What follows belongs to an exercise in optimizing a design on an open flow for small area; a production flow would make more cautious choices. Only simulation tests tie the RTL to the original design; equivalence was not proved. Power figures rest on the tool's default switching activity, not on a simulated workload.

`flow/config.mk`:
```
export PLATFORM = sky130hd
export DESIGN_NAME = sorted_priority_queue_unit
export DESIGN_NICKNAME = sorted_priority_queue_unit
export VERILOG_FILES = /design/flow/design.v
export SDC_FILE = /design/flow/constraint.sdc
export NUM_CORES = 4
export LEC_CHECK = 0
export CAP_MARGIN = 20
export CORE_MARGIN = 2
export CORE_UTILIZATION = 70
export PLACE_DENSITY = 0.85
export SLEW_MARGIN = 20
```
`flow/constraint.sdc`:
```
create_clock -name core_clock -period 10.0 [get_ports {i_clk}]
set_input_delay 2.0000 -clock core_clock [delete_from_list [all_inputs] [get_ports {i_clk}]]
set_output_delay 2.0000 -clock core_clock [all_outputs]
set_load 0.01 [all_outputs]
```
`flow/design.v`:
```
package spq_pkg;
    localparam int CAPACITY   = 16;
    localparam int CNT_W      = $clog2(CAPACITY + 1);
    localparam int DATA_W     = 32;
    localparam int RING_N     = CAPACITY - 1;
    localparam logic       REQ_INSERT = 1'b0;
    localparam logic       REQ_REMOVE = 1'b1;
    localparam logic [1:0] STAT_DONE  = 2'd0;
    localparam logic [1:0] STAT_FULL  = 2'd1;
    localparam logic [1:0] STAT_EMPTY = 2'd2;
    localparam logic [DATA_W-1:0] VAL_MIN = '0;
endpackage
import spq_pkg::*;
module spq_ctrl (
    input  logic i_clk,
    input  logic i_rst_n,
    input  logic i_in_valid,
    input  logic i_req_type,
    input  logic i_out_stall,
    output logic o_in_stall,
    input  logic i_full,
    input  logic i_empty,
    input  logic i_slot_free,
    output logic o_acc,
    output logic o_ins_go,
    output logic o_rem_go,
    output logic o_scan,
    output logic o_clear,
    output logic o_out_valid
);
    logic       r_scan;
    logic       r_clear;
    logic [3:0] r_step;
    logic       r_out_valid;
    logic       last;
    logic       ready;
    assign last  = &r_step;
    assign ready = (i_req_type == REQ_REMOVE) || i_full || i_slot_free;
    assign o_in_stall = r_scan || r_clear || (r_out_valid && i_out_stall) || !ready;
    assign o_acc      = i_in_valid && !o_in_stall;
    assign o_ins_go   = o_acc && (i_req_type == REQ_INSERT) && !i_full;
    assign o_rem_go   = o_acc && (i_req_type == REQ_REMOVE) && !i_empty;
    assign o_scan     = r_scan;
    assign o_clear    = r_clear;
    assign o_out_valid = r_out_valid;
    always_ff @(posedge i_clk) begin
        if (!i_rst_n) begin
            r_scan      <= 1'b0;
            r_clear     <= 1'b1;
            r_step      <= '0;
            r_out_valid <= 1'b0;
        end else begin
            if (r_scan || r_clear) begin
                r_step <= r_step + 1'b1;
            end
            if (last) begin
                r_scan  <= 1'b0;
                r_clear <= 1'b0;
            end else if (o_ins_go || o_rem_go) begin
                r_scan  <= 1'b1;
            end
            if (o_acc) begin
                r_out_valid <= !(o_ins_go || o_rem_go);
            end else if (r_scan && last) begin
                r_out_valid <= 1'b1;
            end else if (!i_out_stall) begin
                r_out_valid <= 1'b0;
            end
        end
    end
endmodule
import spq_pkg::*;
module spq_datapath (
    input  logic                        i_clk,
    input  logic                        i_rst_n,
    input  logic                        i_req_type,
    input  logic signed [DATA_W-1:0]    i_value,
    input  logic                        i_acc,
    input  logic                        i_ins_go,
    input  logic                        i_rem_go,
    input  logic                        i_scan,
    input  logic                        i_clear,
    output logic                        o_full,
    output logic                        o_empty,
    output logic                        o_slot_free,
    output logic [1:0]                  o_status,
    output logic signed [DATA_W-1:0]    o_removed_value,
    output logic signed [DATA_W-1:0]    o_head_value,
    output logic                        o_head_valid,
    output logic [4:0]                  o_entry_count,
    output logic                        o_is_full,
    output logic                        o_is_empty
);
    logic [DATA_W*RING_N-1:0]  r_ring_n;
    logic [DATA_W-1:0]         r_head;
    logic [CNT_W-1:0]          r_count;
    logic [DATA_W-1:0]         slot;
    logic [DATA_W-1:0]         in_ob;
    logic [DATA_W-1:0]         head_val;
    logic [DATA_W-1:0]         ring_in;
    logic                      gt;
    logic                      take_min;
    logic                      swap;
    logic                      sel_head;
    logic                      sel_slot;
    assign slot        = ~r_ring_n[DATA_W-1:0];
    assign o_slot_free = (slot == VAL_MIN);
    assign o_full      = r_count[CNT_W-1];
    assign o_empty     = (r_count == '0);
    assign in_ob    = {~i_value[DATA_W-1], i_value[DATA_W-2:0]};
    assign head_val = {~r_head[DATA_W-1], r_head[DATA_W-2:0]};
    assign gt       = (slot > r_head);
    assign take_min = i_clear || i_rem_go;
    assign swap     = i_clear || i_rem_go || (i_scan && gt);
    assign sel_head = i_scan && gt;
    assign sel_slot = !sel_head && !take_min;
    assign ring_in  = (r_head & {DATA_W{sel_head}}) | (slot & {DATA_W{sel_slot}})
                    | (in_ob & {DATA_W{i_ins_go}});
    always_ff @(posedge i_clk) begin
        r_ring_n <= {~ring_in, r_ring_n[DATA_W*RING_N-1:DATA_W]};
        if (swap) begin
            r_head <= slot;
        end
        o_removed_value <= (head_val & {DATA_W{i_rem_go}}) | (o_removed_value & {DATA_W{!i_acc}});
        if (i_acc) begin
            o_status        <= (i_req_type == REQ_INSERT) ? (o_full ? STAT_FULL : STAT_DONE)
                                                          : (o_empty ? STAT_EMPTY : STAT_DONE);
        end
    end
    always_ff @(posedge i_clk) begin
        if (!i_rst_n) begin
            r_count <= '0;
        end else if (i_ins_go) begin
            r_count <= r_count + 1'b1;
        end else if (i_rem_go) begin
            r_count <= r_count - 1'b1;
        end
    end
    assign o_head_valid  = !o_empty;
    assign o_head_value  = {head_val[DATA_W-1] & !o_empty, head_val[DATA_W-2:0]};
    assign o_entry_count = r_count;
    assign o_is_full     = o_full;
    assign o_is_empty    = o_empty;
endmodule
import spq_pkg::*;
module sorted_priority_queue_unit (
    input  logic               i_clk,
    input  logic               i_rst_n,
    input  logic               i_in_valid,
    output logic               o_in_stall,
    input  logic               i_req_type,
    input  logic signed [31:0] i_value,
    output logic               o_out_valid,
    input  logic               i_out_stall,
    output logic [1:0]         o_status,
    output logic signed [31:0] o_removed_value,
    output logic signed [31:0] o_head_value,
    output logic               o_head_valid,
    output logic [4:0]         o_entry_count,
    output logic               o_is_full,
    output logic               o_is_empty
);
    logic full, empty, slot_free;
    logic acc, ins_go, rem_go, scan, clear;
    spq_ctrl u_ctrl (
        .i_clk       (i_clk),
        .i_rst_n     (i_rst_n),
        .i_in_valid  (i_in_valid),
        .i_req_type  (i_req_type),
        .i_out_stall (i_out_stall),
        .o_in_stall  (o_in_stall),
        .i_full      (full),
        .i_empty     (empty),
        .i_slot_free (slot_free),
        .o_acc       (acc),
        .o_ins_go    (ins_go),
        .o_rem_go    (rem_go),
        .o_scan      (scan),
        .o_clear     (clear),
        .o_out_valid (o_out_valid)
    );
    spq_datapath u_datapath (
        .i_clk           (i_clk),
        .i_rst_n         (i_rst_n),
        .i_req_type      (i_req_type),
        .i_value         (i_value),
        .i_acc           (acc),
        .i_ins_go        (ins_go),
        .i_rem_go        (rem_go),
        .i_scan          (scan),
        .i_clear         (clear),
        .o_full          (full),
        .o_empty         (empty),
        .o_slot_free     (slot_free),
        .o_status        (o_status),
        .o_removed_value (o_removed_value),
        .o_head_value    (o_head_value),
        .o_head_valid    (o_head_valid),
        .o_entry_count   (o_entry_count),
        .o_is_full       (o_is_full),
        .o_is_empty      (o_is_empty)
    );
endmodule
```
`flow/flow/run.sh`:
```
#!/bin/bash
# Layout flow: the standard synthesis, then the combinational cells
# between the registers are re-mapped for area with ABC (registers, their
# names and cell types are kept as the standard synthesis made them), then
# the standard ORFS layout with two changes: port buffers use the smallest
# buffer cell, and clock tree synthesis uses sink clusters without dummy loads.
# Logs: 1_standard_synth.log, 2_remap_yosys.log, 3_standard_finish.log here,
# and each ORFS step's log under orfs/logs.
set -euo pipefail
export BUFFER_PORTS_ARGS="-buffer_cell sky130_fd_sc_hd__buf_1"
export CTS_ARGS="-sink_clustering_enable -repair_clock_nets -dont_use_dummy_load -buf_list sky130_fd_sc_hd__clkbuf_8 -sink_clustering_size 20 -sink_clustering_max_diameter 80"
LIB=$FLOW_HOME/platforms/$FLOW_PLATFORM/lib/sky130_fd_sc_hd__tt_025C_1v80.lib
RES=orfs/results/$FLOW_PLATFORM/sorted_priority_queue_unit/base

bash standard.sh synth > 1_standard_synth.log 2>&1
cp $RES/1_2_yosys.v 1_2_yosys_standard.v

DU=""
for c in sky130_fd_sc_hd__probe_p_8 sky130_fd_sc_hd__probec_p_8 sky130_fd_sc_hd__lpflow_bleeder_1 sky130_fd_sc_hd__lpflow_clkbufkapwr_1 sky130_fd_sc_hd__lpflow_clkbufkapwr_16 sky130_fd_sc_hd__lpflow_clkbufkapwr_2 sky130_fd_sc_hd__lpflow_clkbufkapwr_4 sky130_fd_sc_hd__lpflow_clkbufkapwr_8 sky130_fd_sc_hd__lpflow_clkinvkapwr_1 sky130_fd_sc_hd__lpflow_clkinvkapwr_16 sky130_fd_sc_hd__lpflow_clkinvkapwr_2 sky130_fd_sc_hd__lpflow_clkinvkapwr_4 sky130_fd_sc_hd__lpflow_clkinvkapwr_8 sky130_fd_sc_hd__lpflow_decapkapwr_12 sky130_fd_sc_hd__lpflow_decapkapwr_3 sky130_fd_sc_hd__lpflow_decapkapwr_4 sky130_fd_sc_hd__lpflow_decapkapwr_6 sky130_fd_sc_hd__lpflow_decapkapwr_8 sky130_fd_sc_hd__lpflow_inputiso0n_1 sky130_fd_sc_hd__lpflow_inputiso0p_1 sky130_fd_sc_hd__lpflow_inputiso1n_1 sky130_fd_sc_hd__lpflow_inputiso1p_1 sky130_fd_sc_hd__lpflow_inputisolatch_1 sky130_fd_sc_hd__lpflow_isobufsrc_1 sky130_fd_sc_hd__lpflow_isobufsrc_16 sky130_fd_sc_hd__lpflow_isobufsrc_2 sky130_fd_sc_hd__lpflow_isobufsrc_4 sky130_fd_sc_hd__lpflow_isobufsrc_8 sky130_fd_sc_hd__lpflow_isobufsrckapwr_16 sky130_fd_sc_hd__lpflow_lsbuf_lh_hl_isowell_tap_1 sky130_fd_sc_hd__lpflow_lsbuf_lh_hl_isowell_tap_2 sky130_fd_sc_hd__lpflow_lsbuf_lh_hl_isowell_tap_4 sky130_fd_sc_hd__lpflow_lsbuf_lh_isowell_4 sky130_fd_sc_hd__lpflow_lsbuf_lh_isowell_tap_1 sky130_fd_sc_hd__lpflow_lsbuf_lh_isowell_tap_2 sky130_fd_sc_hd__lpflow_lsbuf_lh_isowell_tap_4 sky130_fd_sc_hd__fill_1 sky130_fd_sc_hd__fill_2 sky130_fd_sc_hd__fill_4 sky130_fd_sc_hd__fill_8 sky130_fd_sc_hd__conb_1 sky130_fd_sc_hd__conb_1 sky130_fd_sc_hd__buf_4 sky130_fd_sc_hd__buf_1 ; do DU="$DU -dont_use $c"; done
sed "s#@LIB@#$LIB#g; s#@DU@#$DU#; s#@IN@#1_2_yosys_standard.v#; s#@OUT@#1_2_yosys_remap.v#" flow/remap.ys.in > remap.ys
yosys -s remap.ys > 2_remap_yosys.log 2>&1
cp 1_2_yosys_remap.v $RES/1_2_yosys.v
rm -f $RES/1_synth.odb $RES/1_synth.sdc

bash standard.sh finish > 3_standard_finish.log 2>&1
```
`flow/flow/area.abc`:
```
strash
&get -n
&deepsyn -J 150 -T 60
&dch -f
&nf -p -R 1000
&put
```
`flow/flow/remap.ys.in`:
```
# re-map the combinational cells of the standard synthesis for area;
# sequential cells and tie cells stay as they are
read_liberty -ignore_miss_func @LIB@
blackbox sky130_fd_sc_hd__*df* sky130_fd_sc_hd__*dl* sky130_fd_sc_hd__conb_1
read_verilog @IN@
hierarchy -check -top sorted_priority_queue_unit
flatten
opt -purge
stat -liberty @LIB@
abc -liberty @LIB@ @DU@ -script flow/area.abc
setundef -zero
splitnets
opt_clean -purge
hilomap -singleton -hicell sky130_fd_sc_hd__conb_1 HI -locell sky130_fd_sc_hd__conb_1 LO
insbuf -buf sky130_fd_sc_hd__buf_4 A X
opt_clean -purge
stat -liberty @LIB@
check
write_verilog -noattr -noexpr -nohex -nodec @OUT@
```
`flow/standard.sh`:
```
#!/bin/bash
# synth_recipe.tcl (not shown) runs the flow's synth.tcl, then flattens the netlist and writes it again
# the make line also repeats each setting of config.mk as NAME=value (left out here)
make -C /OpenROAD-flow-scripts/flow DESIGN_CONFIG=/design/flow/config.mk WORK_HOME=/design/flow/orfs CLKGATE_MAP_FILE= SYNTH_SCRIPT=/design/flow/synth_recipe.tcl "${@:-finish}"
```
==> flow_summary_export.csv, run 1 <==
group,metric,value,unit
status,status,"complete, no violations",
sta,report.final.slew_viol_count,0,
cells_and_area,drive_gt1_share,4.20,%
die,num_io_pins,113,
worst_setup_path,crit_fanout,64,
cts,clk_latency,0.60,ns
cells_and_area,area.growth.synth_to_final,5.34,%
grt,use_met2,36.4,%
cts,ctsHoldBuffers,0,
worst_setup_path,crit_required,10.48,ns
cts,clk_transition_reported_paths,0.11,ns
sta,fmax,196,MHz
power,clkPwrFrac,27.7,%
die,die-width,143,um
cts,clockRootBuffer,"clkbuf_8",
power,power_frac_comb,0.3,%
power,internal_power,2.52,mW
hold_path,min_path_type,"register to register",
sta,layout_min_cycle_time,5.10,ns
worst_setup_path,worstSetupStartpointType,"register",
synth,syn_nets,910,
worst_setup_path,path_class,"register to register",
worst_setup_path,cp-end-kind,"register",
synth,synthesis.area,13500,um2
power,seqPwrFrac,72.0,%
grt,grt_first_pass_wirelength,33.9,mm
die,dieHeight,143,um
synth,synthCells,873,
cts,cts_buffer_depth,3,
grt,grt_max_degree,65,
drt,wirelength,21.8,mm
cts,cts_setup_buffers,0,
drt,vias_per_cell,5.22,
cts,cts_buffers,31,
power,ir_drop,169,uV
grt,overflow,0,
sta,slew_headroom,38.4,%
grt,grt_use_total,21.9,%
worst_setup_path,crit_slowest_cell,"buf_4",
drt,remaining_drc_errors,0,
sta,layout_worst_path_cycle_share,51.0,%
power,total_leakage_power,5.51,nW
worst_setup_path,max_stage_delay,0.58,ns
die,coreArea,18800,um2
worst_setup_path,worst_ep_arrival_time,5.58,ns
drt,ant_nets,0,
synth,synth_warnings,2,
grt,grt_pass1_vias,6205,
placement,portBuffers,112,
placement,globalplace.congestion,0.858,
sta,skew,0.0172,ns
grt,use_met3,3.66,%
cts,cts_resized,0,
cts,cts_sinks,558,
synth,avgSynthCellArea,15.5,um2
cts,htreeDepth,1,
power,p_switching,590,uW
drt,drtIter0Drc,472,
power,pwr_density_cell,219,nW/um2
die,num_rows,50,
sta,rsz0062_at_grt,"false",
sta,hold_viol_final,0,
grt,grt.met1_usage,29.5,%
cells_and_area,diodes,0,
drt,post_drt_wl_per_cell,18.0,um
grt,antenna_found_initial,0,
sta,setup_viol,0,
die,start_util,71.7,%
die,die_area,20400,um2
power,swShare,18.9,%
cells_and_area,nNetsFinal,992,
placement,dp_hpwl,14.0,mm
power,power.total,3.11,mW
worst_setup_path,cp_common_cell,"a21oi_1",
sta,timing.setup.tns,0,ns
drt,drt_pass1_iterations,6,
grt,busiest_layer,"met2",
run,drv_cap,0,
sta,worst_pin_slew,0.916,ns
drt,vias,6327,
cts,tritoncts,"built",
==> cell usage in the layout (no fill, tap or decap), types with 3 or more instances in the layout <==
cell and instances:
nor4_1 3, nand4_1 10, o22ai_1 11, a21oi_1 16, buf_4 5, edfxtp_1 34
o31ai_1 3, and2_0 4, a221oi_1 36, clkbuf_8 31, nor2_1 42, clkinv_1 39
nand2_1 10, a22oi_1 8, buf_1 112, a22o_1 31, o21ai_0 15, dfxtp_1 524
==> sequential cells by signal, summed over array words and instances, names as in the netlist <==
register                    cells
u_ctrl.r_out_valid              1
u_ctrl.r_scan                   1
u_datapath.r_count              5
u_datapath.o_status             2
u_ctrl.r_step                   4
u_datapath.o_removed_value     32
u_ctrl.r_clear                  1
u_datapath.r_head              32
u_datapath.r_ring_n           480
==> metal layers <==
metal	wire length [um]	up-vias	share of wire (%)
li1	-	3013	-
met1	9650	3086	44
met2	10400	170	48
met3	1030	58	4.7
met4	703	0	3.2
met5	0	-	0
==> worst max-delay path: cells and delay by family (launching register included) <==
family | cells | cell delay (ns)
AOI/OAI and AO/OA | 26 | 3.44
DFF | 1 | 0.45
and+or+nand+nor | 4 | 0.43
buffers and inverters | 1 | 0.58
==> cell type report <==
type	instances	area [um2]
multi-input cells	208	1350
well taps	260	325
fillers	1138	4620
flip-flops and latches	558	11500
inverters	39	146
repair buffers	117	458
clock buffers	31	427
==> power groups by stage <==
stage	combinational [mW]	sequential (mW)	clock, mW
floorplan	0.00215	2.29	0
global placement	0.0106	2.29	0
detailed placement	0.0107	2.29	0
CTS	0.0108	2.24	0.882
global route	0.0116	2.24	0.958
finish	0.0106	2.24	0.862
==> metrics by stage <==
stage	instances	utilization, %	cell area [um2]	worst slack [ns]	hold slack (ns)
2_1_floorplan	873	-	13500	3.30	0.310
3_3_place_gp	1182	73.2	13800	5.24	0.310
3_5_place_dp	1182	73.2	13800	5.04	0.312
4_1_cts	1213	75.5	14200	4.93	0.327
5_1_grt	1213	75.5	14200	4.35	0.334
6_report	1213	75.5	14200	4.90	0.328
==> path summary, 6_finish.rpt <==
check,startpoint,endpoint,slack (ns),cells past startpoint
min,u_datapath.r_ring_n[364],u_datapath.r_ring_n[332],0.33,0
max reg2reg,u_datapath.r_head[1],u_datapath.r_ring_n[465],4.90,31
min reg2reg,u_datapath.r_ring_n[364],u_datapath.r_ring_n[332],0.33,0
max,u_datapath.r_head[1],u_datapath.r_ring_n[465],4.90,31
==> run 2: changes to the inputs <==
--- a/flow/flow/run.sh
+++ b/flow/flow/run.sh
@@ -8,7 +8,7 @@
 # and each ORFS step's log under orfs/logs.
 set -euo pipefail
 export BUFFER_PORTS_ARGS="-buffer_cell sky130_fd_sc_hd__buf_1"
-export CTS_ARGS="-sink_clustering_enable -repair_clock_nets -dont_use_dummy_load -buf_list sky130_fd_sc_hd__clkbuf_8 -sink_clustering_size 20 -sink_clustering_max_diameter 80"
+export CTS_ARGS="-sink_clustering_enable -repair_clock_nets -dont_use_dummy_load -buf_list sky130_fd_sc_hd__clkbuf_8 -sink_clustering_size 22 -sink_clustering_max_diameter 45"
 LIB=$FLOW_HOME/platforms/$FLOW_PLATFORM/lib/sky130_fd_sc_hd__tt_025C_1v80.lib
 RES=orfs/results/$FLOW_PLATFORM/sorted_priority_queue_unit/base
 
==> run 2 against run 1 <==
  * Final area up 0.48%
  * Worst hold slack worse by 0.049 ns
  * Non-clock buffer count unchanged
  * Fmax is 0.63% higher
  * Power is 2.0% higher
  * Highest routed layer unchanged
  * Worst setup slack better by 0.032 ns
==> flow_summary_export.csv, run 2 <==
group,metric,value,unit
sta,hold_viol_final,0,
worst_setup_path,cp_common_cell,"a21oi_1",
cells_and_area,nFillCells,1113,
worst_setup_path,critical_path_buf_inv_count,1,
cells_and_area,nNetsFinal,997,
die,die-width,143,um
drt,wl_met3,1.06,mm
sta,timing.setup.tns,0,ns
hold_path,min_path_type,"register to register",
sta,layout_worst_path_cycle_share,50.6,%
drt,vias,6330,
drt,drtIter0Drc,453,
cts,clk_latency,0.57,ns
cells_and_area,area.growth.synth_to_final,5.85,%
grt,grt_use_total,21.7,%
worst_setup_path,worst_ep_arrival_time,5.53,ns
worst_setup_path,r2r_start,"u_datapath.r_head[1]",
worst_setup_path,path_delay_family,"compound AO/OA/AOI/OAI gates",
worst_setup_path,endpoint,"u_datapath.r_ring_n[465]",
placement,dp.cells,1182,
grt,grt_pass1_vias,6189,
cts,cts_setup_buffers,0,
worst_setup_path,rrSetupSlack,4.94,ns
worst_setup_path,crit_fanout,64,
cells_and_area,registers.top_by_ff_count,"u_datapath.r_ring_n",
cts,cts_sinks,558,
worst_setup_path,crit_slowest_cell,"buf_4",
worst_setup_path,crit_start,"u_datapath.r_head[1]",
cts,cts_buffer_depth,3,
synth,synthCells,873,
cells_and_area,final_cell_mix,"524 x dfxtp_1, 112 x buf_1, 42 x nor2_1, 39 x clkinv_1",
cells_and_area,largest_reg_flops,480,
cells_and_area,instances_no_fill,1218,
status,status,"complete, no violations",
cts,htreeDepth,2,
sta,timing.final.ws_setup,4.94,ns
sta,fmax,197,MHz
cells_and_area,final_area,14300,um2
grt,grt_first_pass_wirelength,33.3,mm
cells_and_area,drive_gt1_share,4.70,%
placement,portBuffers,112,
cts,clockRootBuffer,"clkbuf_8",
sta,layout_min_cycle_time,5.06,ns
synth,synth_warnings,2,
die,coreArea,18800,um2
sta,slew_headroom,40.0,%
synth,syn_nets,910,
worst_setup_path,worstSetupStartpointType,"register",
die,num_io_pins,113,
power,total_leakage_power,5.55,nW
power,power_frac_comb,0.3,%
synth,synthesis.area,13500,um2
die,die_area,20400,um2
drt,wirelength,21.6,mm
worst_setup_path,crit_cells,31,
placement,dpl-instance-area,13800,um2
cts,ctsHoldBuffers,0,
hold_path,holdCritStartpoint,"u_datapath.r_ring_n[252]",
cts,clk_transition_reported_paths,0.11,ns
die,num_rows,50,
placement,dp_slack,5.04,ns
synth,avgSynthCellArea,15.5,um2
power,pwr_density_cell,222,nW/um2
grt,antenna_found_initial,0,
drt,remaining_drc_errors,0,
cts,cts_buffers,36,
die,dieHeight,143,um
power,seqPwrFrac,70.5,%
drt,drt_pass1_iterations,5,
worst_setup_path,reg2reg_to,"u_datapath.r_ring_n[465]",
run,drv_cap,0,
grt,overflow,0,
power,internal_power,2.57,mW
cells_and_area,top_regs,"u_datapath.r_ring_n x480, u_datapath.o_removed_value x32, u_datapath.r_head x32",
cells_and_area,final_common_cell,"dfxtp_1",
cells_and_area,diodes,0,
sta,rsz0062_at_grt,"false",
placement,globalplace.congestion,0.858,
drt,ant_nets,0,
sta,report.final.slew_viol_count,0,
grt,grt_max_degree,65,
worst_setup_path,path_class,"register to register",
sta,skew,0.0623,ns
drt,vias_per_cell,5.20,
drt,met2_length,10.2,mm
power,clkPwrFrac,29.1,%
worst_setup_path,cp-end-kind,"register",
worst_setup_path,max_stage_delay,0.58,ns
drt,top_layer_used,"met4",
power,p_switching,606,uW
die,start_util,71.7,%
power,swShare,19.1,%
worst_setup_path,reg2reg_depth,31,
cts,cts_resized,0,
drt,post_drt_wl_per_cell,17.8,um
drt,wl_met1,9.70,mm
worst_setup_path,crit_required,10.46,ns
power,ir_drop,166,uV
placement,dp_hpwl,14.0,mm
sta,worst_pin_slew,0.892,ns
sta,setup_viol,0,
cts,tritoncts,"built",
-- run 2: stage by stage --
stage               power, mW  hold slack (ns)  util (%)
global route             3.27            0.283      75.9
detailed placement       2.30            0.312      73.2
floorplan                2.29            0.310         -
finish                   3.18            0.279      75.9
global placement         2.30            0.310      73.2
CTS                      3.20            0.285      75.9
-- run 2: power by group through the flow --
stage          registers [mW]  clock network (mW)  logic (mW)
3_3_place_gp             2.29                   0      0.0106
5_1_grt                  2.24                1.02      0.0116
4_1_cts                  2.24               0.943      0.0108
2_1_floorplan            2.29                   0     0.00215
6_report                 2.24               0.925      0.0107
3_5_place_dp             2.29                   0      0.0107
-- run 2: area by class of cell --
| cell class | instances | area, um2 | area share, % |
|---|---|---|---|
| tap | 260 | 325 | 2.28 |
| inverter | 39 | 146 | 1.02 |
| timing repair buffer | 117 | 458 | 3.21 |
| sequential | 558 | 11500 | 80.6 |
| multi-input combinational | 208 | 1350 | 9.43 |
| clock buffer | 36 | 495 | 3.47 |
-- run 2: worst register-to-register path, delay by kind of cell, from the launching register on --
| family | cells | cell delay [ns] |
|---|---|---|
| simple gates | 4 | 0.47 |
| buf+inv | 1 | 0.58 |
| compound gates | 26 | 3.46 |
| flops | 1 | 0.45 |
-- run 2: worst min path at each step --
stage,endpoint,depth (start not counted)
floorplan,u_datapath.r_ring_n[0],0
global placement,u_datapath.r_ring_n[51],0
detailed placement,u_datapath.r_ring_n[104],0
CTS,u_datapath.r_ring_n[220],0
global route,u_datapath.r_ring_n[220],0
finish,u_datapath.r_ring_n[220],0
-- run 2: per-layer routing --
metal	vias to the layer above	global-route usage, %
li1	3025	-
met1	3057	29.2
met2	191	35.6
met3	57	3.72
met4	0	8.75
met5	-	0
==> run 3: changes to the inputs <==
--- a/flow/design.v
+++ b/flow/design.v
@@ -94,6 +94,7 @@
     logic [DATA_W*RING_N-1:0]  r_ring_n;
     logic [DATA_W-1:0]         r_head;
     logic [CNT_W-1:0]          r_count;
+    logic                      r_refused;
     logic [DATA_W-1:0]         slot;
     logic [DATA_W-1:0]         in_ob;
     logic [DATA_W-1:0]         head_val;
@@ -123,8 +124,7 @@
         end
         o_removed_value <= (head_val & {DATA_W{i_rem_go}}) | (o_removed_value & {DATA_W{!i_acc}});
         if (i_acc) begin
-            o_status        <= (i_req_type == REQ_INSERT) ? (o_full ? STAT_FULL : STAT_DONE)
-                                                          : (o_empty ? STAT_EMPTY : STAT_DONE);
+            r_refused <= !(i_ins_go || i_rem_go);
         end
     end
     always_ff @(posedge i_clk) begin
@@ -136,6 +136,7 @@
             r_count <= r_count - 1'b1;
         end
     end
+    assign o_status      = !r_refused ? STAT_DONE : (o_empty ? STAT_EMPTY : STAT_FULL);
     assign o_head_valid  = !o_empty;
     assign o_head_value  = {head_val[DATA_W-1] & !o_empty, head_val[DATA_W-2:0]};
     assign o_entry_count = r_count;
==> flow/flow/run.sh (replaced) <==
#!/bin/bash
# Layout flow: the standard synthesis, then the combinational cells
# between the registers are re-mapped for area with ABC (registers, their
# names and cell types are kept as the standard synthesis made them), then
# the standard ORFS layout with two changes: port buffers use the smallest
# buffer cell, and clock tree synthesis uses sink clusters without dummy loads.
# Logs: 1_standard_synth.log, 2_remap_yosys_<seed>.log, 2_remap_choice.log,
# 3_standard_finish.log here,
# and each ORFS step's log under orfs/logs.
set -euo pipefail
export BUFFER_PORTS_ARGS="-buffer_cell sky130_fd_sc_hd__buf_1"
export CTS_ARGS="-sink_clustering_enable -repair_clock_nets -dont_use_dummy_load -buf_list sky130_fd_sc_hd__clkbuf_8 -sink_clustering_size 20 -sink_clustering_max_diameter 80"
LIB=$FLOW_HOME/platforms/$FLOW_PLATFORM/lib/sky130_fd_sc_hd__tt_025C_1v80.lib
RES=orfs/results/$FLOW_PLATFORM/sorted_priority_queue_unit/base

bash standard.sh synth > 1_standard_synth.log 2>&1
cp $RES/1_2_yosys.v 1_2_yosys_standard.v

DU=""
for c in sky130_fd_sc_hd__probe_p_8 sky130_fd_sc_hd__probec_p_8 sky130_fd_sc_hd__lpflow_bleeder_1 sky130_fd_sc_hd__lpflow_clkbufkapwr_1 sky130_fd_sc_hd__lpflow_clkbufkapwr_16 sky130_fd_sc_hd__lpflow_clkbufkapwr_2 sky130_fd_sc_hd__lpflow_clkbufkapwr_4 sky130_fd_sc_hd__lpflow_clkbufkapwr_8 sky130_fd_sc_hd__lpflow_clkinvkapwr_1 sky130_fd_sc_hd__lpflow_clkinvkapwr_16 sky130_fd_sc_hd__lpflow_clkinvkapwr_2 sky130_fd_sc_hd__lpflow_clkinvkapwr_4 sky130_fd_sc_hd__lpflow_clkinvkapwr_8 sky130_fd_sc_hd__lpflow_decapkapwr_12 sky130_fd_sc_hd__lpflow_decapkapwr_3 sky130_fd_sc_hd__lpflow_decapkapwr_4 sky130_fd_sc_hd__lpflow_decapkapwr_6 sky130_fd_sc_hd__lpflow_decapkapwr_8 sky130_fd_sc_hd__lpflow_inputiso0n_1 sky130_fd_sc_hd__lpflow_inputiso0p_1 sky130_fd_sc_hd__lpflow_inputiso1n_1 sky130_fd_sc_hd__lpflow_inputiso1p_1 sky130_fd_sc_hd__lpflow_inputisolatch_1 sky130_fd_sc_hd__lpflow_isobufsrc_1 sky130_fd_sc_hd__lpflow_isobufsrc_16 sky130_fd_sc_hd__lpflow_isobufsrc_2 sky130_fd_sc_hd__lpflow_isobufsrc_4 sky130_fd_sc_hd__lpflow_isobufsrc_8 sky130_fd_sc_hd__lpflow_isobufsrckapwr_16 sky130_fd_sc_hd__lpflow_lsbuf_lh_hl_isowell_tap_1 sky130_fd_sc_hd__lpflow_lsbuf_lh_hl_isowell_tap_2 sky130_fd_sc_hd__lpflow_lsbuf_lh_hl_isowell_tap_4 sky130_fd_sc_hd__lpflow_lsbuf_lh_isowell_4 sky130_fd_sc_hd__lpflow_lsbuf_lh_isowell_tap_1 sky130_fd_sc_hd__lpflow_lsbuf_lh_isowell_tap_2 sky130_fd_sc_hd__lpflow_lsbuf_lh_isowell_tap_4 sky130_fd_sc_hd__fill_1 sky130_fd_sc_hd__fill_2 sky130_fd_sc_hd__fill_4 sky130_fd_sc_hd__fill_8 sky130_fd_sc_hd__conb_1 sky130_fd_sc_hd__conb_1 sky130_fd_sc_hd__buf_4 sky130_fd_sc_hd__buf_1 ; do DU="$DU -dont_use $c"; done
# several ABC seeds in parallel; the smallest netlist is kept
for S in 1 2 3 4; do
  sed "s#@S@#$S#" flow/area.abc > area_$S.abc
  sed "s#@LIB@#$LIB#g; s#@DU@#$DU#; s#@ABC@#area_$S.abc#; s#@IN@#1_2_yosys_standard.v#; s#@OUT@#1_2_yosys_remap_$S.v#" flow/remap.ys.in > remap_$S.ys
  yosys -s remap_$S.ys > 2_remap_yosys_$S.log 2>&1 &
done
wait
BEST=""; BESTA=""
for S in 1 2 3 4; do
  A=$(grep "Chip area" 2_remap_yosys_$S.log | tail -1 | awk '{print $NF}')
  echo "seed $S area $A" >> 2_remap_choice.log
  if [[ -n "$A" && -s 1_2_yosys_remap_$S.v ]]; then
    if [[ -z "$BESTA" ]] || awk -v a="$A" -v b="$BESTA" 'BEGIN{exit !(a<b)}'; then BEST=$S; BESTA=$A; fi
  fi
done
echo "chosen seed $BEST" >> 2_remap_choice.log
cp 1_2_yosys_remap_$BEST.v $RES/1_2_yosys.v
rm -f $RES/1_synth.odb $RES/1_synth.sdc

bash standard.sh finish > 3_standard_finish.log 2>&1
==> flow/flow/area.abc (replaced) <==
strash
&get -n
&deepsyn -S @S@ -J 150 -T 60
&dch -f
&nf -p -R 1000
&put
--- a/flow/flow/remap.ys.in
+++ b/flow/flow/remap.ys.in
@@ -7,7 +7,7 @@
 flatten
 opt -purge
 stat -liberty @LIB@
-abc -liberty @LIB@ @DU@ -script flow/area.abc
+abc -liberty @LIB@ @DU@ -script @ABC@
 setundef -zero
 splitnets
 opt_clean -purge
==> run 3 against run 2 <==
  * Flip-flop and latch count shrank 1
  * First-iteration DRC count fell by 1.1%
  * Cell count fell by 3.3%
  * Routed wire length fell by 0.22%
  * Largest power group unchanged
  * Critical path depth is 7 lower
  * Global-route usage down 0.22 points
  * Clock power down 6.8%
==> flow_summary_export.csv, run 3 <==
group,metric,value,unit
grt,antenna_found_initial,1,
die,coreArea,18800,um2
hold_path,min_path_type,"register to register",
worst_setup_path,cp-end-kind,"register",
cells_and_area,fin_util,75.3,%
placement,portBuffers,112,
cts,cts_sinks,557,
sta,layout_worst_path_cycle_share,58.8,%
grt,grt_first_pass_wirelength,33.3,mm
worst_setup_path,worstSetupStartpointType,"register",
drt,post_drt_wl_per_cell,18.3,um
sta,timing.setup.tns,0,ns
sta,fmax,170,MHz
sta,rsz0062_at_grt,"false",
synth,synthesis.area,13500,um2
drt,vias_per_cell,5.30,
die,start_util,71.7,%
power,total_leakage_power,5.48,nW
cts,cts_buffers,31,
synth,avgSynthCellArea,15.5,um2
power,power_frac_comb,0.4,%
power,swShare,19.0,%
placement,globalplace.congestion,0.750,
sta,report.final.slew_viol_count,0,
power,internal_power,2.52,mW
power,p_switching,590,uW
cells_and_area,area.growth.synth_to_final,4.95,%
worst_setup_path,path_class,"register to register",
sta,setup_viol,0,
drt,wirelength,21.6,mm
grt,overflow,0,
power,seqPwrFrac,71.9,%
cts,ctsHoldBuffers,0,
cts,clk_transition_reported_paths,0.11,ns
die,die-width,143,um
sta,hold_viol_final,0,
cts,cts_resized,0,
synth,synthCells,866,
drt,drtIter0Drc,448,
drt,remaining_drc_errors,0,
sta,skew,0.0187,ns
cts,cts_setup_buffers,0,
drt,vias,6243,
die,die_area,20400,um2
drt,ant_nets,0,
cts,clockRootBuffer,"clkbuf_8",
power,clkPwrFrac,27.7,%
worst_setup_path,crit_required,10.48,ns
cells_and_area,nFillCells,1123,
drt,drt_pass1_iterations,5,
grt,grt_use_total,21.5,%
die,num_io_pins,113,
cts,clk_latency,0.59,ns
cells_and_area,final_cell_mix,"524 x dfxtp_1, 112 x buf_1, 42 x nor2_1, 37 x clkinv_1, 36 x a221oi_1",
die,dieHeight,143,um
power,pwr_density_cell,220,nW/um2
cells_and_area,registers.top_by_ff_count,"u_datapath.r_ring_n",
cells_and_area,largest_reg_flops,480,
grt,grt_max_degree,59,
sta,worst_pin_slew,1.00,ns
synth,syn_nets,903,
grt,grt_pass1_vias,6268,
cells_and_area,multi_input_area,1340,um2
cells_and_area,top_regs,"u_datapath.r_ring_n x480, u_datapath.o_removed_value x32, u_datapath.r_head x32",
cells_and_area,nNetsFinal,983,
placement,dp_hpwl,14.1,mm
status,status,"complete, no violations",
cells_and_area,seq_area,11500,um2
synth,synth_warnings,2,
sta,layout_min_cycle_time,5.88,ns
cts,tritoncts,"built",
sta,slew_headroom,32.9,%
worst_setup_path,worst_ep_arrival_time,6.36,ns
worst_setup_path,crit_fanout,58,
cells_and_area,drive_gt1_share,4.03,%
die,num_rows,50,
cells_and_area,final_common_cell,"dfxtp_1",
cts,htreeDepth,1,
power,ir_drop,124,uV
cells_and_area,diodes,0,
run,drv_cap,0,
cts,cts_buffer_depth,3,
[run 3: cell count changes in the layout (fill, tap and decap cells not counted), moves of 3 or more]
cell / before / now
a211oi_1: 2 / 5
a21oi_1: 16 / 10
a222oi_1: 0 / 4
a22oi_1: 8 / 5
clkbuf_8: 36 / 31
o21ai_0: 15 / 12
[run 3: routing by layer]
layer | up-vias | track usage, % | share of wire, %
met2 | 179 | 35.7 | 47
met3 | 47 | 3.76 | 4.7
li1 | 2989 | - | -
met1 | 3028 | 29.7 | 45
met4 | 0 | 5.68 | 2.5
met5 | - | 0 | 0
[run 3: layout make-up]
cell class	count	share of cell area, %
clock buffer	31	3.02
inverter	37	0.983
multi-input combinational	204	9.50
sequential	557	81.3
tap	234	2.07
timing repair buffer	115	3.14
[run 3: path summary, 6_finish.rpt]
path	startpoint	slack, ns	depth (start not counted)	to
worst min register to register	u_datapath.r_ring_n[314]	0.32	0	u_datapath.r_ring_n[282]
worst max-delay path	u_datapath.r_head[1]	4.12	24	u_datapath.r_ring_n[451]
worst min-delay path	u_datapath.r_ring_n[314]	0.32	0	u_datapath.r_ring_n[282]
worst max register to register	u_datapath.r_head[1]	4.12	24	u_datapath.r_ring_n[451]
[run 3: critical path: stages, from the launching register on]
cell      delay [ns]
edfxtp_1        0.47
a211oi_1        0.27
o21ai_0         0.13
o21ai_0         0.11
a21oi_1         0.12
a221oi_1        0.20
o21ai_0         0.13
o221ai_1        0.09
a21oi_1         0.09
a221oi_1        0.30
o21ai_0         0.21
a222oi_1        0.34
nor2_1          0.09
a221oi_1        0.20
o21ai_0         0.14
a222oi_1        0.28
o21ai_0         0.14
o221ai_1        0.08
a21oi_1         0.10
a221oi_1        0.21
o211a_2         0.75
or3_2           0.33
buf_4           0.58
nor2_1          0.10
a221oi_1        0.29
[run 3: per-stage QoR]
step           setup WS, ns  hold WS (ns)  instance area [um2]  cells  power, mW
6_report               4.12         0.321                14100   1178       3.11
5_1_grt                3.73         0.336                14100   1178       3.21
4_1_cts                3.81         0.330                14100   1178       3.13
3_5_place_dp           3.90         0.312                13700   1147       2.30
3_3_place_gp           4.40         0.310                13700   1147       2.30
2_1_floorplan          4.09         0.310                13500    866       2.29
[run 3: power groups by stage]
stage	Combinational [mW]	Sequential, mW	Clock [mW]
final	0.0112	2.24	0.862
after global routing	0.0121	2.24	0.956
after CTS	0.0112	2.24	0.879
after detailed placement	0.0111	2.29	0
after global placement	0.0107	2.29	0
after floorplan	0.00256	2.29	0
==> run 4: changes to the inputs <==
--- a/flow/design.v
+++ b/flow/design.v
@@ -111,17 +111,15 @@
     assign in_ob    = {~i_value[DATA_W-1], i_value[DATA_W-2:0]};
     assign head_val = {~r_head[DATA_W-1], r_head[DATA_W-2:0]};
     assign gt       = (slot > r_head);
-    assign take_min = i_clear || i_rem_go;
-    assign swap     = i_clear || i_rem_go || (i_scan && gt);
+    assign take_min = i_clear;
+    assign swap     = i_clear || (i_scan && gt);
     assign sel_head = i_scan && gt;
     assign sel_slot = !sel_head && !take_min;
     assign ring_in  = (r_head & {DATA_W{sel_head}}) | (slot & {DATA_W{sel_slot}})
                     | (in_ob & {DATA_W{i_ins_go}});
     always_ff @(posedge i_clk) begin
         r_ring_n <= {~ring_in, r_ring_n[DATA_W*RING_N-1:DATA_W]};
-        if (swap) begin
-            r_head <= slot;
-        end
+        r_head <= (slot & {DATA_W{swap}}) | (r_head & {DATA_W{!(swap || i_rem_go)}});
         o_removed_value <= (head_val & {DATA_W{i_rem_go}}) | (o_removed_value & {DATA_W{!i_acc}});
         if (i_acc) begin
             r_refused <= !(i_ins_go || i_rem_go);
==> run 4 against run 3 <==
  * Clock power about the same
  * Utilization down 0.38 points
  * Via count up 4.8%
  * Area after synthesis down 1.1%
  * Largest cell class unchanged
  * Worst setup slack better by 0.26 ns
  * Still clean on timing, DRC and antenna
  * Sequential share of layout area down 1.6 points
==> flow_summary_export.csv, run 4 <==
group,metric,value,unit
status,status,"complete, no violations",
cells_and_area,drive_gt1_share,4.08,%
cells_and_area,top_regs,"u_datapath.r_ring_n x480, u_datapath.o_removed_value x32, u_datapath.r_head x32",
cells_and_area,area.growth.synth_to_final,5.22,%
sta,report.final.slew_viol_count,0,
sta,skew,0.0219,ns
cells_and_area,instances_no_fill,1214,
grt,grt_max_degree,35,
sta,rsz0062_at_grt,"false",
power,pwr_density_cell,221,nW/um2
grt,grt_first_pass_wirelength,34.2,mm
placement,dp_hpwl,14.9,mm
worst_setup_path,worstSetupStartpointType,"register",
die,die-width,142,um
cts,cts_buffers,31,
die,die_area,20100,um2
cts,htreeDepth,1,
cts,clk_latency,0.60,ns
worst_setup_path,path_class,"register to register",
power,ir_drop,202,uV
drt,drtIter0Drc,489,
grt,antenna_found_initial,0,
worst_setup_path,max_stage_delay,0.77,ns
cells_and_area,nNetsFinal,1019,
sta,fmax,178,MHz
cts,clk_transition_reported_paths,0.11,ns
sta,layout_min_cycle_time,5.62,ns
worst_setup_path,crit_slowest_cell,"a21boi_4",
synth,syn_nets,939,
cells_and_area,final_cell_mix,"556 x dfxtp_1, 112 x buf_1, 42 x o21ai_0, 41 x nor2_1, 40 x nand2_1",
synth,synth_warnings,2,
worst_setup_path,cp_common_cell,"a221oi_1",
die,num_io_pins,113,
placement,globalplace.congestion,0.825,
drt,remaining_drc_errors,0,
worst_setup_path,path_delay_family,"compound AO/OA/AOI/OAI gates",
cts,clockRootBuffer,"clkbuf_8",
die,start_util,71.2,%
power,p_switching,592,uW
hold_path,min_path_type,"register to register",
die,dieHeight,142,um
power,power_frac_comb,0.4,%
power,total_leakage_power,5.35,nW
synth,avgSynthCellArea,14.8,um2
worst_setup_path,crit_fanout,33,
drt,post_drt_wl_per_cell,18.4,um
power,seqPwrFrac,71.7,%
grt,overflow,0,
placement,dp.cells,1183,
grt,grt_pass1_vias,6517,
drt,vias,6540,
sta,hold_viol_final,0,
synth,synthCells,902,
worst_setup_path,crit_required,10.44,ns
sta,setup_viol,0,
drt,vias_per_cell,5.39,
cells_and_area,registers.top_by_ff_count,"u_datapath.r_ring_n",
cells_and_area,diodes,0,
run,drv_cap,0,
sta,fin_hold_ws,0.322,ns
sta,worst_pin_slew,1.05,ns
drt,drt_pass1_iterations,8,
power,swShare,19.1,%
drt,ant_nets,0,
sta,slew_headroom,29.9,%
cts,cts_resized,0,
cts,ctsHoldBuffers,0,
cts,cts_buffer_depth,3,
grt,grt_use_total,22.3,%
worst_setup_path,worst_ep_arrival_time,6.06,ns
worst_setup_path,critical_path_buf_inv_count,1,
die,num_rows,50,
die,coreArea,18700,um2
power,clkPwrFrac,27.9,%
cells_and_area,largest_reg_flops,480,
sta,timing.setup.tns,0,ns
cts,cts_setup_buffers,0,
drt,wirelength,22.4,mm
power,internal_power,2.50,mW
power,power.total,3.09,mW
cells_and_area,final_common_cell,"dfxtp_1",
placement,portBuffers,112,
sta,layout_worst_path_cycle_share,56.2,%
worst_setup_path,cp-end-kind,"register",
synth,synthesis.area,13300,um2
cts,cts_sinks,557,
cts,tritoncts,"built",
## run 4: metal layers
metal | track usage (%) | vias to the layer above | wire length (um)
met5 | 0 | - | 0
met4 | 8.16 | 0 | 819
met3 | 4.66 | 74 | 1290
met2 | 36.3 | 197 | 10200
met1 | 29.9 | 3137 | 10000
li1 | - | 3132 | -
## run 4: layout make-up
cell class	instances	area, um2
sequential	557	11200
fill	1151	4700
clock buffer	31	427
tap	234	293
inverter	6	22.5
timing repair buffer	115	450
multi-input combinational	271	1650
## run 4: per-stage QoR
step	cell area [um2]	utilization, %	setup WS [ns]
floorplan	13300	-	3.30
global placement	13600	72.5	4.33
detailed placement	13600	72.6	4.04
CTS	14000	74.9	3.96
global route	14000	74.9	3.65
finish	14000	74.9	4.38
## run 4: path summary, 6_finish.rpt
kind	startpoint	endpoint	slack [ns]	depth (start not counted)
worst min-delay path	u_datapath.r_ring_n[193]	u_datapath.r_ring_n[161]	0.32	0
worst max-delay path	u_datapath.r_head[1]	u_datapath.r_head[17]	4.38	26
worst max register to register	u_datapath.r_head[1]	u_datapath.r_head[17]	4.38	26
worst min register to register	u_datapath.r_ring_n[193]	u_datapath.r_ring_n[161]	0.32	0
## run 4: worst register-to-register path: stages, from the launching register on
cell and delay (ns):
dfxtp_1 0.38, a22oi_1 0.22, a21oi_1 0.09, a221oi_1 0.19, o21ai_0 0.12, o221ai_1 0.08
a21oi_1 0.09, a221oi_1 0.22, nor2_1 0.08, a221oi_1 0.20, o21ai_0 0.14, o221ai_1 0.09
a31oi_1 0.11, a221oi_1 0.23, nor2_1 0.08, a221oi_1 0.21, o21ai_0 0.13, o221ai_1 0.08
nand3_1 0.09, a222oi_1 0.22, o21a_1 0.22, a21boi_4 0.77, or2_2 0.67, nor2_2 0.31
buf_8 0.26, nand2_1 0.08, o21ai_0 0.09
## run 4: power groups by stage
stage          Clock, mW  Combinational [mW]  Sequential, mW
2_1_floorplan          0             0.00199            2.27
3_3_place_gp           0              0.0108            2.27
4_1_cts            0.882              0.0108            2.22
3_5_place_dp           0              0.0107            2.27
5_1_grt            0.956              0.0116            2.22
6_report           0.864              0.0109            2.22
==> run 5: changes to the inputs <==
--- a/flow/design.v
+++ b/flow/design.v
@@ -100,7 +100,6 @@
     logic [DATA_W-1:0]         head_val;
     logic [DATA_W-1:0]         ring_in;
     logic                      gt;
-    logic                      take_min;
     logic                      swap;
     logic                      sel_head;
     logic                      sel_slot;
@@ -111,15 +110,14 @@
     assign in_ob    = {~i_value[DATA_W-1], i_value[DATA_W-2:0]};
     assign head_val = {~r_head[DATA_W-1], r_head[DATA_W-2:0]};
     assign gt       = (slot > r_head);
-    assign take_min = i_clear;
-    assign swap     = i_clear || (i_scan && gt);
-    assign sel_head = i_scan && gt;
-    assign sel_slot = !sel_head && !take_min;
+    assign swap     = i_scan && gt;
+    assign sel_head = i_clear || swap;
+    assign sel_slot = !sel_head;
     assign ring_in  = (r_head & {DATA_W{sel_head}}) | (slot & {DATA_W{sel_slot}})
                     | (in_ob & {DATA_W{i_ins_go}});
     always_ff @(posedge i_clk) begin
         r_ring_n <= {~ring_in, r_ring_n[DATA_W*RING_N-1:DATA_W]};
-        r_head <= (slot & {DATA_W{swap}}) | (r_head & {DATA_W{!(swap || i_rem_go)}});
+        r_head <= (slot & {DATA_W{swap}}) | (r_head & {DATA_W{!(swap || i_rem_go || i_clear)}});
         o_removed_value <= (head_val & {DATA_W{i_rem_go}}) | (o_removed_value & {DATA_W{!i_acc}});
         if (i_acc) begin
             r_refused <= !(i_ins_go || i_rem_go);
==> run 5 against run 4 <==
  * Cell count up 0.25%
  * Area after synthesis about the same
  * Worst hold slack worse by 0.0050 ns
  * Synthesized cell count up 0.33%
  * Global-route usage down 1.0 points
  * Die area about the same
  * Sequential share of layout area up 0.18 points
  * Worst setup slack worse by 0.20 ns
  * Register-to-register slack worse by 0.20 ns
  * Critical endpoint is now u_datapath.r_ring_n[455]
  * Largest power group unchanged
==> flow_summary_export.csv, run 5 <==
group,metric,value,unit
power,power.total,3.09,mW
sta,timing.setup.tns,0,ns
sta,skew,0.0171,ns
power,seqPwrFrac,71.9,%
worst_setup_path,path_class,"register to register",
hold_path,min_path_type,"register to register",
sta,report.final.slew_viol_count,0,
grt,antenna_found_initial,0,
power,total_leakage_power,5.32,nW
worst_setup_path,reg2reg_to,"u_datapath.r_ring_n[455]",
grt,grt.met1_usage,30.5,%
worst_setup_path,reg2reg_depth,31,
cells_and_area,drive_gt1_share,3.87,%
worst_setup_path,crit_fanout,64,
power,ir_drop,146,uV
synth,avgSynthCellArea,14.7,um2
worst_setup_path,max_stage_delay,0.56,ns
cts,clockRootBuffer,"clkbuf_8",
sta,layout_min_cycle_time,5.82,ns
grt,overflow,0,
sta,fmax,172,MHz
die,num_io_pins,113,
die,die-width,142,um
hold_path,holdCritStartpoint,"u_datapath.r_ring_n[349]",
placement,dp_slack,4.18,ns
placement,globalplace.congestion,0.879,
grt,grt_first_pass_wirelength,33.0,mm
sta,setup_viol,0,
cells_and_area,registers.top_by_ff_count,"u_datapath.r_ring_n",
cells_and_area,largest_reg_flops,480,
run,drv_cap,0,
worst_setup_path,r2r_start,"u_datapath.r_head[1]",
worst_setup_path,crit_slowest_cell,"buf_4",
die,dieHeight,142,um
cts,cts_resized,0,
hold_path,hold_path_end,"u_datapath.r_ring_n[317]",
power,swShare,18.9,%
sta,rsz0062_at_grt,"false",
cells_and_area,instances_no_fill,1217,
drt,post_drt_wl_per_cell,17.6,um
drt,ant_nets,0,
grt,grt_max_degree,65,
hold_path,min_path_cells,0,
grt,grt_use_total,21.3,%
power,pwr_density_cell,221,nW/um2
cells_and_area,final_cell_mix,"556 x dfxtp_1, 112 x buf_1, 49 x o21ai_0, 45 x nand2_1, 39 x nor2_1",
cells_and_area,nFillCells,1157,
power,clkPwrFrac,27.7,%
cells_and_area,seq_area,11200,um2
drt,remaining_drc_errors,0,
cts,tritoncts,"built",
drt,drt_pass1_iterations,7,
sta,worst_pin_slew,1.04,ns
synth,synth_warnings,2,
cells_and_area,nNetsFinal,1022,
cells_and_area,multi_input_area,1630,um2
grt,use_met3,4.25,%
worst_setup_path,crit_required,10.48,ns
die,die_area,20100,um2
sta,timing.final.ws_setup,4.18,ns
worst_setup_path,cp_common_cell,"o21ai_0",
placement,portBuffers,112,
sta,hold_viol_final,0,
cells_and_area,diodes,0,
cts,htreeDepth,1,
drt,vias,6517,
cts,cts_buffer_depth,3,
cells_and_area,fin_util,74.7,%
drt,wirelength,21.4,mm
cts,cts_setup_buffers,0,
synth,synthCells,905,
cts,clk_transition_reported_paths,0.11,ns
cells_and_area,final_common_cell,"dfxtp_1",
cts,ctsHoldBuffers,0,
synth,synthesis.area,13300,um2
sta,slew_headroom,30.8,%
cts,clk_latency,0.59,ns
grt,grt_pass1_vias,6214,
sta,layout_worst_path_cycle_share,58.2,%
power,p_switching,584,uW
die,coreArea,18700,um2
die,start_util,71.1,%
synth,syn_nets,942,
worst_setup_path,worstSetupStartpointType,"register",
power,internal_power,2.50,mW
grt,busiest_layer,"met2",
drt,drtIter0Drc,456,
grt,use_met2,33.6,%
status,status,"complete, no violations",
placement,dp_hpwl,13.9,mm
cells_and_area,area.growth.synth_to_final,5.07,%
drt,vias_per_cell,5.35,
worst_setup_path,cp-end-kind,"register",
die,num_rows,50,
cts,cts_buffers,31,
worst_setup_path,rrSetupSlack,4.18,ns
power,power_frac_comb,0.3,%
cells_and_area,top_regs,"u_datapath.r_ring_n x480, u_datapath.o_removed_value x32, u_datapath.r_head x32",
worst_setup_path,worst_ep_arrival_time,6.30,ns
cts,cts_sinks,557,
placement,dp.cells,1186,
run 5: how the worst max path moves through the flow:
stage	from	to	cells after the start
2_1_floorplan	u_datapath.r_head[1]	u_datapath.r_head[0]	31
3_3_place_gp	u_datapath.r_head[2]	u_datapath.r_head[1]	31
3_5_place_dp	u_datapath.r_head[1]	u_datapath.r_head[5]	31
4_1_cts	u_datapath.r_head[1]	u_datapath.r_head[5]	31
5_1_grt	u_datapath.r_head[2]	u_datapath.r_ring_n[449]	31
6_report	u_datapath.r_head[1]	u_datapath.r_ring_n[455]	31
run 5: power by group through the flow:
stage	registers (mW)	clock network, mW	logic, mW
2_1_floorplan	2.27	0	0.00185
3_3_place_gp	2.27	0	0.0101
3_5_place_dp	2.27	0	0.0104
4_1_cts	2.22	0.877	0.0105
5_1_grt	2.22	0.955	0.0113
6_report	2.22	0.856	0.0106
run 5: cell type report:
| cell class | count | area share, % |
|---|---|---|
| sequential | 557 | 79.9 |
| multi-input combinational | 274 | 11.7 |
| timing repair buffer | 115 | 3.17 |
| clock buffer | 31 | 3.05 |
| tap | 234 | 2.10 |
| inverter | 6 | 0.161 |
run 5: worst max-delay path, delay by kind of cell, from the launching register on:
family	cells	cell delay, ns
AO/OA/AOI/OAI	27	4.31
buffers and inverters	1	0.56
AND/OR/NAND/NOR	3	0.44
flip-flops	1	0.38
run 5: per-layer routing:
metal	share of wire, %	wire (um)	vias to the layer above
met1	46	9860	3133
met4	1.7	366	0
li1	-	-	3141
met3	6.0	1290	40
met2	46	9910	203
met5	0	0	-
run 5: metrics by stage:
stage / hold slack [ns] / area (um2)
CTS: 0.321 / 14000
floorplan: 0.310 / 13300
detailed placement: 0.312 / 13500
finish: 0.317 / 14000
global route: 0.327 / 14000
global placement: 0.310 / 13500

## re-timing with driven ports
Ports are ideal in the flow. The routed layouts listed here were re-timed in OpenROAD. Step 1 (the two cells are an assumption about what drives the block):
set clk [get_ports {i_clk}]
set_driving_cell -lib_cell sky130_fd_sc_hd__clkbuf_16 $clk
set_driving_cell -lib_cell sky130_fd_sc_hd__buf_2 [delete_from_list [all_inputs] $clk]
Step 2, shift: input delay + t, output delay - t, t = (earliest + latest rising clock arrival at the registers) / 2. This alone moves slack from input paths to output paths. a / b / c = ideal ports / drivers / drivers and shift; a / b = the first two.
| run | t (ns) | setup slack, ns | clock arrival spread, ns | slew at the worst register clock pin (ns) |
|---|---|---|---|---|
| run 1 | 0.627 | 4.904 / 4.904 / 4.904 | 0.021 / 0.021 | 0.12 / 0.12 |
| run 2 | 0.580 | 4.936 / 4.936 / 4.936 | 0.064 / 0.064 | 0.12 / 0.12 |
| run 3 | 0.620 | 4.121 / 4.121 / 4.121 | 0.018 / 0.018 | 0.12 / 0.12 |
| run 4 | 0.633 | 4.383 / 4.383 / 4.383 | 0.023 / 0.023 | 0.12 / 0.12 |
| run 5 | 0.626 | 4.185 / 4.185 / 4.185 | 0.020 / 0.020 | 0.12 / 0.12 |
After both steps setup and hold are still met in every run listed.
